This design comes from an exercise in tuning for small area on the open sky130 flow, not from production work. Function was checked by simulation only, so behaviour that the tests miss may differ from the original.

Setup of main:
==> flow/design.v (excerpt) <==
module dwt_analysis_stage (
    input  logic              clk,
    input  logic              rstn,
    input  logic              clr,
    input  logic              in_valid,
    input  logic signed [8:0] in_data,
    input  logic              coef_we,
    input  logic              coef_sel,
    input  logic [3:0]        coef_addr,
    input  logic signed [8:0] coef_wdata,
    output logic signed [15:0] lo_data,
    output logic signed [15:0] hi_data,
    output logic              out_valid,
    output logic              sat_flag
);
    logic phase_q, pv_q, v1_q, v2_q, v3_q, ov_q, sat_q;
    logic issue;
    assign issue = in_valid & phase_q & ~clr;
    always_ff @(posedge clk or negedge rstn) begin
        if (!rstn) begin
            phase_q <= 1'b0;
            pv_q    <= 1'b0;
            v1_q    <= 1'b0;
            v2_q    <= 1'b0;
            v3_q    <= 1'b0;
            ov_q    <= 1'b0;
        end else begin
            phase_q <= ~clr & (phase_q ^ in_valid);
            pv_q    <= ~clr & (pv_q | (in_valid & phase_q));
            v1_q    <= issue;
  ...
For scale: ~1200 cells after synthesis, roughly 62 I/O pins, roughly 15000 um^2 of cells after synthesis.
clock: 7.0 ns
lec_check: 0
cap_margin: 20
core_margin: 2
core_utilization: 50
place_density: 0.7
slew_margin: 20
synth_hierarchical: 1
synth_minimum_keep_size: 0
standard.sh (not shown) runs the stock make flow with config.mk's settings and CLKGATE_MAP_FILE= SYNTH_SCRIPT=/design/flow/synth_recipe.tcl, a recipe that flattens the netlist after the stock synthesis.
==> flow/flow/run.sh <==
#!/bin/bash
# The standard layout with two changes: the input and output port buffers use
# the smallest buffer cell, and clock tree synthesis clusters the flip-flops in groups
# of up to 10 behind clkbuf_4 buffers and adds no dummy loads.
set -euo pipefail
export BUFFER_PORTS_ARGS="-buffer_cell sky130_fd_sc_hd__buf_1"
export CTS_ARGS="-sink_clustering_enable -repair_clock_nets -dont_use_dummy_load -buf_list sky130_fd_sc_hd__clkbuf_4 -sink_clustering_size 10 -sink_clustering_max_diameter 60"
bash standard.sh > standard_flow.log 2>&1
The final layout from main, which completed every stage, passed the timing, DRC and antenna checks at the end of the flow.
Here is what was changed in the inputs of the feature branch compared with main.
--- a/flow/design.v
+++ b/flow/design.v
@@ -1555,21 +1555,30 @@
     dwt_fa u_s577 (.a(s497), .b(k542), .ci(s543), .s(s577), .co(k578));
     dwt_fa u_s579 (.a(s501), .b(k544), .ci(s545), .s(s579), .co(k580));
     dwt_fa u_s581 (.a(s505), .b(k546), .ci(s547), .s(s581), .co(k582));
     dwt_fa u_s583 (.a(s509), .b(k548), .ci(s549), .s(s583), .co(k584));
     dwt_fa u_s585 (.a(s513), .b(k550), .ci(s551), .s(s585), .co(k586));
     dwt_fa u_s587 (.a(s553), .b(k514), .ci(k552), .s(s587), .co(k588));
     dwt_fa u_s589 (.a(s521), .b(k554), .ci(s555), .s(s589), .co(k590));
     dwt_fa u_s591 (.a(s557), .b(k522), .ci(k556), .s(s591), .co(k592));
-    logic [19:0] ra, rb, sum;
-    assign ra = {1'b1, k592, k590, k588, k586, k584, k582, k580, k578, k576, k574, k572, k570, k568, k566, k564, k562, k560, s559, pp3_0_0};
-    assign rb = {1'b0, k558, s591, s589, s587, s585, s583, s581, s579, s577, s575, s573, s571, s569, s567, s565, s563, s561, 1'b1, s523};
-    assign sum = ra + rb;
-    assign r = sum[19:2];
+    logic [6:0] rc;
+    logic [5:2] rs;
+    assign rc[0] = 1'b0;
+    assign rc[1] = pp3_0_0 & s523;
+    assign rc[2] = (s559 & 1'b1) | (s559 & rc[1]) | (1'b1 & rc[1]);
+    dwt_fa u_r2 (.a(k560), .b(s561), .ci(rc[2]), .s(rs[2]), .co(rc[3]));
+    dwt_fa u_r3 (.a(k562), .b(s563), .ci(rc[3]), .s(rs[3]), .co(rc[4]));
+    dwt_fa u_r4 (.a(k564), .b(s565), .ci(rc[4]), .s(rs[4]), .co(rc[5]));
+    dwt_fa u_r5 (.a(k566), .b(s567), .ci(rc[5]), .s(rs[5]), .co(rc[6]));
+    logic [13:0] ha_, hb_, hs_;
+    assign ha_ = {1'b1, k592, k590, k588, k586, k584, k582, k580, k578, k576, k574, k572, k570, k568};
+    assign hb_ = {1'b0, k558, s591, s589, s587, s585, s583, s581, s579, s577, s575, s573, s571, s569};
+    assign hs_ = ha_ + hb_ + 14'(rc[6]);
+    assign r = {hs_, rs[5:2]};
 endmodule
 module dwt_analysis_stage (
     input  logic              clk,
     input  logic              rstn,
     input  logic              clr,
     input  logic              in_valid,
     input  logic signed [8:0] in_data,
     input  logic              coef_we,
--- outcome ---
The feature branch: all stages complete, timing, DRC and antenna checks passed. | share of final layout cell area taken by non-clock buffers | the feature branch vs main | ≈ equal |. Side by side, cell area after layout turned out lower in the feature branch than in main. Compared with main, in the feature branch sequential cell area share rose 0.49 points, routed wire length went down 5.1%, total number of tap cells down about 1.5%, share of post-route cells with drive strength above 1 went up. Of the feature branch and main, it is the feature branch that has the lower detailed-route via count. Re die height: the feature branch is about 0.8% down on main. Going from main to the feature branch, the time the final worst path needs with I/O delays and setup was found to have gone down by 21 ps. On the feature branch: actual transition at the worst max-transition pin is 150 ps lower than what main gave. There was hardly any difference in share of cell area taken by muxes after synthesis between main and the feature branch. Looking at number of global-route vias before repair, the feature branch sits about 4.4% lower than main does. Diff main -> the feature branch | maximum frequency | up slightly.

## afterwards: timing with drivers on the ports
The results above use ideal ports. As a check the final layouts listed here were re-extracted and re-timed, cells and wires unchanged. Step 1, drivers: a clkbuf_16 drives clk and a buf_2 each remaining input, both assumed. Step 2 also shifts input and output timing later by t, the mid clock arrival at the registers, as if the neighbouring blocks saw the same clock. Slacks: no drivers / after step 1 / after step 2; pairs: no drivers / after step 1.
run	t, ns	setup WS [ns]	hold slack, ns	cell pins on the clock port's net
main	0.686	0.249 / 0.249 / 0.249	0.409 / 0.409 / 0.409	1
the feature branch	0.732	0.270 / 0.270 / 0.270	0.398 / 0.398 / 0.398	1
After both steps every run listed still meets setup and hold.
